This is an optimization exercise on Yosys and OpenROAD, whose aim is a short achievable clock period and few clock cycles, not a production implementation.
The RTL was checked by simulation tests, not by an equivalence proof against the original design.
The flow treats the clock pin as an ideal source, which a real chip does not have.
Power figures rest on the tool's default switching activity, not on a simulated workload.

==> inputs of v6 <==
==> flow/design.v <==
package proc_pkg;
    localparam int word_width     = 32;
    localparam int reg_addr_width = 5;
    localparam logic [4:0] op_rtype = 5'd0;
    localparam logic [4:0] op_j     = 5'd1;
    localparam logic [4:0] op_bne   = 5'd2;
    localparam logic [4:0] op_jal   = 5'd3;
    localparam logic [4:0] op_jr    = 5'd4;
    localparam logic [4:0] op_addi  = 5'd5;
    localparam logic [4:0] op_blt   = 5'd6;
    localparam logic [4:0] op_sw    = 5'd7;
    localparam logic [4:0] op_lw    = 5'd8;
    localparam logic [4:0] op_setx  = 5'd21;
    localparam logic [4:0] op_bex   = 5'd22;
endpackage
`timescale 1ns/1ps
import proc_pkg::*;
module processor (
    input  logic        clock,
    input  logic        reset,
    output logic [31:0] address_imem,
    input  logic [31:0] q_imem,
    output logic [31:0] address_dmem,
    output logic [31:0] data,
    output logic        wren,
    input  logic [31:0] q_dmem
);
    logic [31:0] pc, ras;
    logic        fd_valid, fd_pred_taken;
    logic [31:0] fd_ir, fd_pc1, fd_pred_next;
    logic        dx_valid;
    logic        dx_add, dx_sub, dx_and, dx_or, dx_sll, dx_sra, dx_addi, dx_mem;
    logic        dx_lw, dx_sw, dx_bne, dx_blt, dx_bex, dx_jr, dx_const_op, dx_writes;
    logic        dx_pred_taken;
    logic [31:0] dx_a, dx_opb, dx_b, dx_const, dx_alt, dx_pred_next;
    logic [4:0]  dx_shamt, dx_dest;
    logic [1:0]  dx_code;
    logic        fa_nom, fa_30, fa_w;
    logic        fo_nom, fo_30, fo_w;
    logic        fb_nom, fb_30, fb_w;
    logic        xm_we, xm_wnom, xm_exc, xm_lw, xm_wren;
    logic [4:0]  xm_dest;
    logic [1:0]  xm_code;
    logic [31:0] xm_alu, xm_sd;
    logic        mw_we;
    logic [4:0]  mw_dest;
    logic [31:0] mw_result;
    logic [31:0] regs [1:31];
    logic        stall, redirect;
    logic [31:0] redirect_pc;
    logic [4:0]  f_op;
    logic [31:0] pc1, f_btgt, f_jtgt, f_next;
    logic        f_pred_taken;
    assign address_imem = pc;
    assign f_op   = q_imem[31:27];
    assign pc1    = pc + 32'd1;
    assign f_btgt = pc1 + {{15{q_imem[16]}}, q_imem[16:0]};
    assign f_jtgt = {5'd0, q_imem[26:0]};
    always_comb begin
        f_pred_taken = 1'b0;
        f_next       = pc1;
        case (f_op)
            op_j, op_jal, op_bex: begin
                f_pred_taken = 1'b1;
                f_next       = f_jtgt;
            end
            op_bne: begin
                f_pred_taken = 1'b1;
                f_next       = f_btgt;
            end
            op_blt: begin
                f_pred_taken = q_imem[16];
                f_next       = q_imem[16] ? f_btgt : pc1;
            end
            op_jr: begin
                f_pred_taken = 1'b1;
                f_next       = ras;
            end
            default: ;
        endcase
    end
    always_ff @(posedge clock) begin
        if (reset) begin
            pc            <= '0;
            ras           <= '0;
            fd_valid      <= 1'b0;
            fd_ir         <= '0;
            fd_pc1        <= '0;
            fd_pred_taken <= 1'b0;
            fd_pred_next  <= '0;
        end else if (redirect) begin
            pc            <= redirect_pc;
            fd_valid      <= 1'b0;
        end else if (!stall) begin
            pc            <= f_next;
            if (f_op == op_jal) ras <= pc1;
            fd_valid      <= 1'b1;
            fd_ir         <= q_imem;
            fd_pc1        <= pc1;
            fd_pred_taken <= f_pred_taken;
            fd_pred_next  <= f_next;
        end
    end
    logic [4:0]  d_op, d_rd, d_rs, d_rt, d_fn, d_b, d_dest;
    logic [31:0] d_imm, d_ra, d_rb;
    logic        d_uses_rs, d_uses_b, d_use_imm, d_writes;
    logic        d_r;
    assign d_op  = fd_ir[31:27];
    assign d_rd  = fd_ir[26:22];
    assign d_rs  = fd_ir[21:17];
    assign d_rt  = fd_ir[16:12];
    assign d_fn  = fd_ir[6:2];
    assign d_imm = {{15{fd_ir[16]}}, fd_ir[16:0]};
    assign d_r   = d_op == op_rtype;
    assign d_uses_rs = d_r || d_op == op_addi || d_op == op_sw || d_op == op_lw ||
                       d_op == op_bne || d_op == op_blt;
    assign d_uses_b  = d_r || d_op == op_sw || d_op == op_bne || d_op == op_blt ||
                       d_op == op_jr || d_op == op_bex;
    assign d_use_imm = d_op == op_addi || d_op == op_sw || d_op == op_lw;
    assign d_b       = d_r ? d_rt : (d_op == op_bex) ? 5'd30 : d_rd;
    assign d_writes  = d_r || d_op == op_addi || d_op == op_lw || d_op == op_jal || d_op == op_setx;
    assign d_dest    = (d_op == op_jal) ? 5'd31 : (d_op == op_setx) ? 5'd30 : d_rd;
    assign d_ra = (d_rs == 5'd0) ? 32'd0 :
                  (mw_we && mw_dest == d_rs) ? mw_result : regs[d_rs];
    assign d_rb = (d_b == 5'd0) ? 32'd0 :
                  (mw_we && mw_dest == d_b) ? mw_result : regs[d_b];
    assign stall = fd_valid && dx_valid && dx_lw && dx_dest != 5'd0 &&
                   ((d_uses_rs && d_rs == dx_dest) || (d_uses_b && d_b == dx_dest));
    always_ff @(posedge clock) begin
        if (reset || redirect || stall || !fd_valid) begin
            dx_valid <= 1'b0;
        end else begin
            dx_valid <= 1'b1;
        end
        dx_add      <= d_r && d_fn == 5'd0;
        dx_sub      <= d_r && d_fn == 5'd1;
        dx_and      <= d_r && d_fn == 5'd2;
        dx_or       <= d_r && d_fn == 5'd3;
        dx_sll      <= d_r && d_fn == 5'd4;
        dx_sra      <= d_r && d_fn == 5'd5;
        dx_addi     <= d_op == op_addi;
        dx_mem      <= d_op == op_lw || d_op == op_sw;
        dx_lw       <= d_op == op_lw;
        dx_sw       <= d_op == op_sw;
        dx_bne      <= d_op == op_bne;
        dx_blt      <= d_op == op_blt;
        dx_bex      <= d_op == op_bex;
        dx_jr       <= d_op == op_jr;
        dx_const_op <= d_op == op_jal || d_op == op_setx;
        dx_writes   <= d_writes;
        dx_dest     <= d_dest;
        dx_shamt    <= fd_ir[11:7];
        dx_code     <= (d_op == op_addi) ? 2'd2 : (d_fn == 5'd1) ? 2'd3 : 2'd1;
        dx_a        <= d_ra;
        dx_opb      <= d_use_imm ? d_imm : d_rb;
        dx_b        <= d_rb;
        dx_const    <= (d_op == op_jal) ? fd_pc1 : {5'd0, fd_ir[26:0]};
        dx_alt      <= fd_pred_taken ? fd_pc1 : fd_pc1 + d_imm;
        dx_pred_taken <= fd_pred_taken;
        dx_pred_next  <= fd_pred_next;
        fa_nom <= d_rs != 5'd0 && d_rs == dx_dest;
        fa_30  <= d_rs == 5'd30;
        fa_w   <= d_rs != 5'd0 && xm_we && d_rs == xm_dest;
        fo_nom <= !d_use_imm && d_b != 5'd0 && d_b == dx_dest;
        fo_30  <= !d_use_imm && d_b == 5'd30;
        fo_w   <= !d_use_imm && d_b != 5'd0 && xm_we && d_b == xm_dest;
        fb_nom <= d_b != 5'd0 && d_b == dx_dest;
        fb_30  <= d_b == 5'd30;
        fb_w   <= d_b != 5'd0 && xm_we && d_b == xm_dest;
    end
    logic [31:0] x_a, x_opb, x_b, x_code32;
    logic [31:0] x_sum, x_diff, x_result;
    logic        x_ovf_add, x_ovf_sub, x_exc, x_taken, x_cond;
    assign x_code32 = {30'd0, xm_code};
    assign x_a   = (xm_wnom && fa_nom) ? xm_alu : (xm_exc && fa_30) ? x_code32 :
                   fa_w ? mw_result : dx_a;
    assign x_opb = (xm_wnom && fo_nom) ? xm_alu : (xm_exc && fo_30) ? x_code32 :
                   fo_w ? mw_result : dx_opb;
    assign x_b   = (xm_wnom && fb_nom) ? xm_alu : (xm_exc && fb_30) ? x_code32 :
                   fb_w ? mw_result : dx_b;
    assign x_sum  = x_a + x_opb;
    assign x_diff = x_a - x_opb;
    always_comb begin
        x_result = '0;
        if (dx_add || dx_addi || dx_mem) x_result = x_sum;
        if (dx_sub)      x_result = x_diff;
        if (dx_and)      x_result = x_a & x_opb;
        if (dx_or)       x_result = x_a | x_opb;
        if (dx_sll)      x_result = x_a << dx_shamt;
        if (dx_sra)      x_result = $signed(x_a) >>> dx_shamt;
        if (dx_const_op) x_result = dx_const;
    end
    assign x_ovf_add = (x_a[31] == x_opb[31]) && (x_sum[31] != x_a[31]);
    assign x_ovf_sub = (x_a[31] != x_opb[31]) && (x_diff[31] != x_a[31]);
    assign x_exc     = ((dx_add || dx_addi) && x_ovf_add) || (dx_sub && x_ovf_sub);
    assign x_cond  = dx_bne || dx_blt || dx_bex;
    assign x_taken = (dx_bne && x_b != x_a) ||
                     (dx_blt && $signed(x_b) < $signed(x_a)) ||
                     (dx_bex && x_b != 32'd0);
    assign redirect    = dx_valid && ((x_cond && x_taken != dx_pred_taken) ||
                                      (dx_jr && x_b != dx_pred_next));
    assign redirect_pc = dx_jr ? x_b : dx_alt;
    always_ff @(posedge clock) begin
        if (reset || !dx_valid) begin
            xm_we   <= 1'b0;
            xm_wnom <= 1'b0;
            xm_exc  <= 1'b0;
            xm_lw   <= 1'b0;
            xm_wren <= 1'b0;
        end else begin
            xm_we   <= x_exc || (dx_writes && dx_dest != 5'd0);
            xm_wnom <= !x_exc && dx_writes && !dx_lw && dx_dest != 5'd0;
            xm_exc  <= x_exc;
            xm_lw   <= dx_lw;
            xm_wren <= dx_sw;
        end
        xm_dest <= x_exc ? 5'd30 : dx_dest;
        xm_code <= dx_code;
        xm_alu  <= x_result;
        xm_sd   <= x_b;
    end
    assign address_dmem = xm_alu;
    assign data         = xm_sd;
    assign wren         = xm_wren;
    always_ff @(posedge clock) begin
        if (reset) begin
            mw_we <= 1'b0;
        end else begin
            mw_we <= xm_we;
        end
        mw_dest   <= xm_dest;
        mw_result <= xm_lw ? q_dmem : xm_exc ? x_code32 : xm_alu;
    end
    always_ff @(posedge clock) begin
        if (reset) begin
            for (int i = 1; i < 32; i++)
                regs[i] <= '0;
        end else if (mw_we) begin
            regs[mw_dest] <= mw_result;
        end
    end
endmodule
==> flow/run.sh <==
#!/bin/bash
# synth_recipe.tcl (not shown) runs the flow's synth.tcl, then flattens the netlist and writes it again
# the make line also repeats each setting of config.mk as NAME=value (left out here)
make -C /OpenROAD-flow-scripts/flow DESIGN_CONFIG=/design/flow/config.mk WORK_HOME=/design/flow/orfs CLKGATE_MAP_FILE= SYNTH_SCRIPT=/design/flow/synth_recipe.tcl finish
==> flow/config.mk <==
export PLATFORM = sky130hd
export DESIGN_NAME = processor
export DESIGN_NICKNAME = processor
export VERILOG_FILES = /design/flow/design.v
export SDC_FILE = /design/flow/constraint.sdc
export NUM_CORES = 4
export LEC_CHECK = 0
export CAP_MARGIN = 20
export CORE_MARGIN = 2
export CORE_UTILIZATION = 40
export SLEW_MARGIN = 20
==> flow/constraint.sdc <==
create_clock -name core_clock -period 10.0 [get_ports {clock}]
set_input_delay 2.0000 -clock core_clock [delete_from_list [all_inputs] [get_ports {clock}]]
set_output_delay 2.0000 -clock core_clock [all_outputs]
set_load 0.01 [all_outputs]
==> v23: changes against v6 <==
--- a/flow/design.v
+++ b/flow/design.v
@@ -55,5 +55,11 @@
     assign f_op   = q_imem[31:27];
     assign pc1    = pc + 32'd1;
-    assign f_btgt = pc1 + {{15{q_imem[16]}}, q_imem[16:0]};
+    logic [17:0] f_lo;
+    logic [14:0] f_hi, f_hi_p, f_hi_m;
+    assign f_lo   = {1'b0, pc1[16:0]} + {1'b0, q_imem[16:0]};
+    assign f_hi_p = pc1[31:17] + 15'd1;
+    assign f_hi_m = pc1[31:17] - 15'd1;
+    assign f_hi   = (q_imem[16] == f_lo[17]) ? pc1[31:17] : f_lo[17] ? f_hi_p : f_hi_m;
+    assign f_btgt = {f_hi, f_lo[16:0]};
     assign f_jtgt = {5'd0, q_imem[26:0]};
     always_comb begin
@@ -82,18 +88,18 @@
     always_ff @(posedge clock) begin
         if (reset) begin
-            pc            <= '0;
-            ras           <= '0;
-            fd_valid      <= 1'b0;
-            fd_ir         <= '0;
-            fd_pc1        <= '0;
-            fd_pred_taken <= 1'b0;
-            fd_pred_next  <= '0;
+            pc       <= '0;
+            ras      <= '0;
+            fd_valid <= 1'b0;
         end else if (redirect) begin
-            pc            <= redirect_pc;
-            fd_valid      <= 1'b0;
+            pc       <= redirect_pc;
+            fd_valid <= 1'b0;
         end else if (!stall) begin
-            pc            <= f_next;
+            pc       <= f_next;
             if (f_op == op_jal) ras <= pc1;
-            fd_valid      <= 1'b1;
+            fd_valid <= 1'b1;
+        end
+    end
+    always_ff @(posedge clock) begin
+        if (!stall) begin
             fd_ir         <= q_imem;
             fd_pc1        <= pc1;
ABC_CLOCK_PERIOD_IN_PS = 3000   (was not set)
SETUP_SLACK_MARGIN = 5   (was not set)
TNS_END_PERCENT = 100   (was not set)
==> qor summary <==
Run status: v23 complete, no violations; v6 complete, no violations
Flop-to-flop setup slack: v23 4930 ps; v6 2950 ps
Worst r2r path cells: v23 22; v6 16
# placed instances: v23 10696; v6 11177
Critical path depth in cells: v23 19; v6 16
Wire length on met1: v23 143000 microns; v6 145000 microns
Internal power summed over all cells: v23 12.4 mW; v6 12.5 mW
Static Leak: v23 37.4 nW; v6 36.4 nW
Routed length on met2: v23 151000 microns; v6 181000 microns
Multi-input combinational cell count: v23 5646; v6 6212
Gate count of the mapped netlist: v23 8085; v6 8705
Met3 Resource Use GR: v23 7.41%; v6 7.79%
Fmax achieved: v23 194 MHz; v6 142 MHz
Worst reg2reg path endpoint: v23 pc[28]; v6 pc[17]
Post-CTS resize count: v23 178; v6 0
Number of antenna violations at the first check in global routing: v23 22; v6 43
Worst relative slew slack: v23 18.4%; v6 18.5%
Testbench counts of v6, summed over its fixed seeds: cycles 40,684.
Testbench counts of v23, summed over its fixed seeds: cycles 40,684.

---

==> v22: inputs <==
processor, a different RTL version from the one above (not shown whole).
Settings: LEC_CHECK=0, ABC_CLOCK_PERIOD_IN_PS=3000, CAP_MARGIN=20, CORE_MARGIN=2, CORE_UTILIZATION=40, SLEW_MARGIN=20, TNS_END_PERCENT=100; clock period 10.0 ns.
standard.sh (not shown) runs the stock make flow with config.mk's settings and CLKGATE_MAP_FILE= SYNTH_SCRIPT=/design/flow/synth_recipe.tcl, a recipe that flattens the netlist after the stock synthesis.
==> flow/flow/run.sh <==
#!/bin/bash
set -euo pipefail
W=$(pwd)
mkdir -p "$W/tmp" "$W/home"
export TMPDIR="$W/tmp" HOME="$W/home"
bash standard.sh SETUP_SLACK_MARGIN=6.5 POST_CTS_TCL="$W/flow/post_cts.tcl" finish > standard_flow.log 2>&1
==> flow/flow/post_cts.tcl <==
# Run after clock tree synthesis (POST_CTS_TCL). The port buffers that
# buffer_ports placed are small delay cells; make each a strong plain buffer,
# then repair timing once more without the footprint limit, and legalize.
foreach inst [get_cells -quiet {input* output*}] {
  if {[get_property $inst ref_name] ne "sky130_fd_sc_hd__buf_8"} {
    replace_cell $inst sky130_fd_sc_hd__buf_8
  }
}
estimate_parasitics -placement
repair_timing -setup_margin $::env(SETUP_SLACK_MARGIN) -repair_tns 100 -verbose
detailed_placement
check_placement -verbose
estimate_parasitics -placement
report_worst_slack
==> v12: changes against v22 <==
--- a/flow/design.v
+++ b/flow/design.v
@@ -60,17 +60,17 @@
     logic [2:0]  k_ne, k_lt;
     logic [1:0]  k_z, k_jr;
     logic        dx_sumop, dx_other;
     logic [31:0] dx_a, dx_opb, dx_b, dx_const, dx_alt, dx_alt1, dx_ras, dx_pc, dx_pc1;
     logic        dx_dep;
     logic [4:0]  dx_shamt, dx_dest;
     logic [1:0]  dx_code;
     logic        fa_m, fo_mp, fo_mn, fo_d, fb_m;
-    logic        s_dd, s_md, s_ddn, s_mdn, s_dm, s_dmn, s_mm;
+    logic        s_dd, s_md, s_dm, s_dmn, s_mm;
     logic        dx_cx;
     logic        xm_we, xm_exc, xm_lw, xm_wren, xm_cx, xm_a31, xm_o31;
     logic [31:0] xm_alu_n, xm_addr;
     logic [4:0]  xm_dest;
     logic [1:0]  xm_code;
     logic [31:0] xm_alu, xm_sd;
     logic        mw_we;
     logic [4:0]  mw_dest;
@@ -262,17 +262,17 @@
         dx_bex      <= d_op == op_bex;
         dx_jr       <= d_op == op_jr;
         dx_const_op <= d_op == op_jal || d_op == op_setx;
         dx_we       <= d_we;
         dx_dest     <= fd_dest;
         dx_shamt    <= fd_ir[11:7];
         dx_code     <= (d_op == op_addi) ? 2'd2 : (d_fn == 5'd1) ? 2'd3 : 2'd1;
         dx_a        <= d_ra;
-        dx_opb      <= fd_use_imm ? d_imm : d_rb;
+        dx_opb      <= fd_use_imm ? d_imm : (d_r && d_fn == 5'd1) ? ~d_rb : d_rb;
         dx_cx       <= (d_r && (d_fn == 5'd0 || d_fn == 5'd1)) || d_op == op_addi;
         dx_b        <= d_rb;
         dx_const    <= (d_op == op_jal) ? fd_pc1 : {5'd0, fd_ir[26:0]};
         dx_alt      <= d_pred ? fd_pc1 : d_tgt;
         dx_alt1     <= d_pred ? fd_pc2 : d_tgt1;
         dx_pc1      <= fd_pc1;
         k_eq <= {4{!reset && d_go && d_op == op_bne && d_pred}} & d_pair;
         k_ne <= {3{!reset && d_go && d_op == op_bne && !d_pred}} & d_pair[2:0];
@@ -283,46 +283,39 @@
         dx_sumop    <= (d_r && d_fn == 5'd0) || d_op == op_addi || d_op == op_lw || d_op == op_sw;
         dx_ras      <= fd_ras;
         dx_pc       <= fd_pc;
         fa_m <= a_m;
         fo_mp <= o_m && !(d_r && d_fn == 5'd1);
         fo_mn <= o_m && (d_r && d_fn == 5'd1);
         fo_d  <= !o_m;
         fb_m <= b_m;
-        s_dd  <= !a_m && !o_m && !(d_r && d_fn == 5'd1);
-        s_md  <= a_m && !o_m && !(d_r && d_fn == 5'd1);
-        s_ddn <= !a_m && !o_m && (d_r && d_fn == 5'd1);
-        s_mdn <= a_m && !o_m && (d_r && d_fn == 5'd1);
+        s_dd  <= !a_m && !o_m;
+        s_md  <= a_m && !o_m;
         s_dm  <= !a_m && o_m && !(d_r && d_fn == 5'd1);
         s_dmn <= !a_m && o_m && (d_r && d_fn == 5'd1);
         s_mm  <= a_m && o_m && !(d_r && d_fn == 5'd1);
         dx_dep <= a_m || a_x || b_m || b_x;
     end
     logic [31:0] x_a, x_opb, x_b, x_code32;
     logic [31:0] x_sum, x_other;
     assign x_code32 = {30'd0, xm_code};
     assign x_a   = fa_m ? xm_alu : dx_a;
     assign x_opb = ({32{fo_mp}} & xm_alu) | ({32{fo_mn}} & xm_alu_n) | ({32{fo_d}} & dx_opb);
-    logic x_o31;
-    assign x_o31 = fo_mp ? xm_alu[31] : fo_mn ? !xm_alu[31] : dx_opb[31] ^ dx_sub;
     assign x_b   = fb_m ? xm_alu : dx_b;
     logic x_ok;
     assign replay = !kill && dx_valid && xm_exc && dx_dep;
     assign x_ok   = !kill && (dx_valid && !xm_exc || dx_valid && !dx_dep);
-    logic [31:0] sum_dd, sum_md, sum_ddn, sum_mdn, sum_dm, sum_dmn, sum_mm;
-    assign sum_dd  = dx_a + dx_opb;
-    assign sum_md  = xm_alu + dx_opb;
-    assign sum_ddn = dx_a + ~dx_opb + 32'd1;
-    assign sum_mdn = xm_alu + ~dx_opb + 32'd1;
+    logic [31:0] sum_dd, sum_md, sum_dm, sum_dmn, sum_mm;
+    assign sum_dd  = dx_a + dx_opb + {31'd0, dx_sub};
+    assign sum_md  = xm_alu + dx_opb + {31'd0, dx_sub};
     assign sum_dm  = dx_a + xm_alu;
     assign sum_dmn = dx_a + xm_alu_n + 32'd1;
     assign sum_mm  = xm_alu + xm_alu;
-    assign x_sum   = ({32{s_dd}} & sum_dd) | ({32{s_md}} & sum_md) | ({32{s_ddn}} & sum_ddn) |
-                     ({32{s_mdn}} & sum_mdn) | ({32{s_dm}} & sum_dm) |
+    assign x_sum   = ({32{s_dd}} & sum_dd) | ({32{s_md}} & sum_md) | ({32{s_dm}} & sum_dm) |
                      ({32{s_dmn}} & sum_dmn) | ({32{s_mm}} & sum_mm);
     always_comb begin
         x_other = '0;
         if (dx_and)      x_other = x_a & x_opb;
         if (dx_or)       x_other = x_a | x_opb;
         if (dx_sll)      x_other = x_a << dx_shamt;
         if (dx_sra)      x_other = $signed(x_a) >>> dx_shamt;
         if (dx_const_op) x_other = dx_const;
@@ -349,17 +342,17 @@
         kill     <= !reset && redirect;
         kill_pc  <= redirect_pc;
         kill_pc1 <= redirect_pc1;
     end
     always_ff @(posedge clock) begin
         xm_we   <= !reset && x_ok && dx_we;
         xm_cx   <= !reset && x_ok && dx_cx;
         xm_a31  <= x_a[31];
-        xm_o31  <= x_o31;
+        xm_o31  <= x_opb[31];
         xm_lw   <= !reset && x_ok && dx_lw;
         xm_wren <= !reset && x_ok && dx_sw;
         xm_dest <= dx_dest;
         xm_code <= dx_code;
         xm_alu   <= (dx_sumop || dx_sub) ? x_sum : x_other;
         xm_alu_n <= ~((dx_sumop || dx_sub) ? x_sum : x_other);
         xm_addr  <= dx_mem ? x_sum : 32'd0;
         xm_sd   <= x_b;
- PLACE_DENSITY: not set -> 0.75
==> results_dict.tcl <==
set metrics [dict create \
    worst-path-buf-inv 2 \
    synth.distinct_cells 99 \
    syn_avg_cell_area_sq_um 11.7 \
    r2r_start "dx_opb[16]" \
    status "finished clean" \
    track_usage_pct 31.4 \
    drive_above_1_share_pct 25.9 \
    max_freq_ghz 0.269 \
    wl_met2_um 204000 \
    finalWorstSetupSlack_ns 6.28 \
]
Source of the figures above: v22

==> results_dict.tcl <==
set metrics [dict create \
    status "finished clean" \
    finalWorstSetupSlack_ns 6.27 \
    synth.distinct_cells 98 \
    syn_avg_cell_area_sq_um 12.2 \
    num_vias 80600 \
    r2r_start "dx_a[0]" \
    track_usage_pct 28.8 \
    max_freq_ghz 0.268 \
    wl_met2_um 180000 \
]
Source of the figures above: v12

Testbench counts of v22, summed over its fixed seeds: cycles 42,155.
Testbench counts of v12, summed over its fixed seeds: cycles 42,155.

## re-timing with driven ports
Ports are ideal in the flow. The routed layouts listed here were re-timed in OpenROAD. Step 1: set_driving_cell puts a clkbuf_16 on clock and a buf_2 on each other input, an assumption about the parent block. Step 2, shift: input delay + t, output delay - t, t = (earliest + latest rising clock arrival at the registers) / 2. This alone moves slack from input paths to output paths. Slacks: no drivers / after step 1 / after step 2; pairs: no drivers / after step 1.
run	shift t [ns]	setup WS [ns]	worst setup path at the end	clock arrival spread, ns
v6	0.915	2.949 / 2.949 / 2.949	register to register	0.077 / 0.078
v23	0.924	4.854 / 4.899 / 3.975	input to register	0.046 / 0.046
v22	1.003	6.284 / 6.284 / 5.624	input to register	0.091 / 0.091
v12	0.961	6.275 / 6.275 / 5.640	input to register	0.072 / 0.072
After both steps setup and hold are still met in every run listed. The setup slack of v23, which loses most, moves by +0.045 ns with the drivers and by -0.879 ns with both steps.
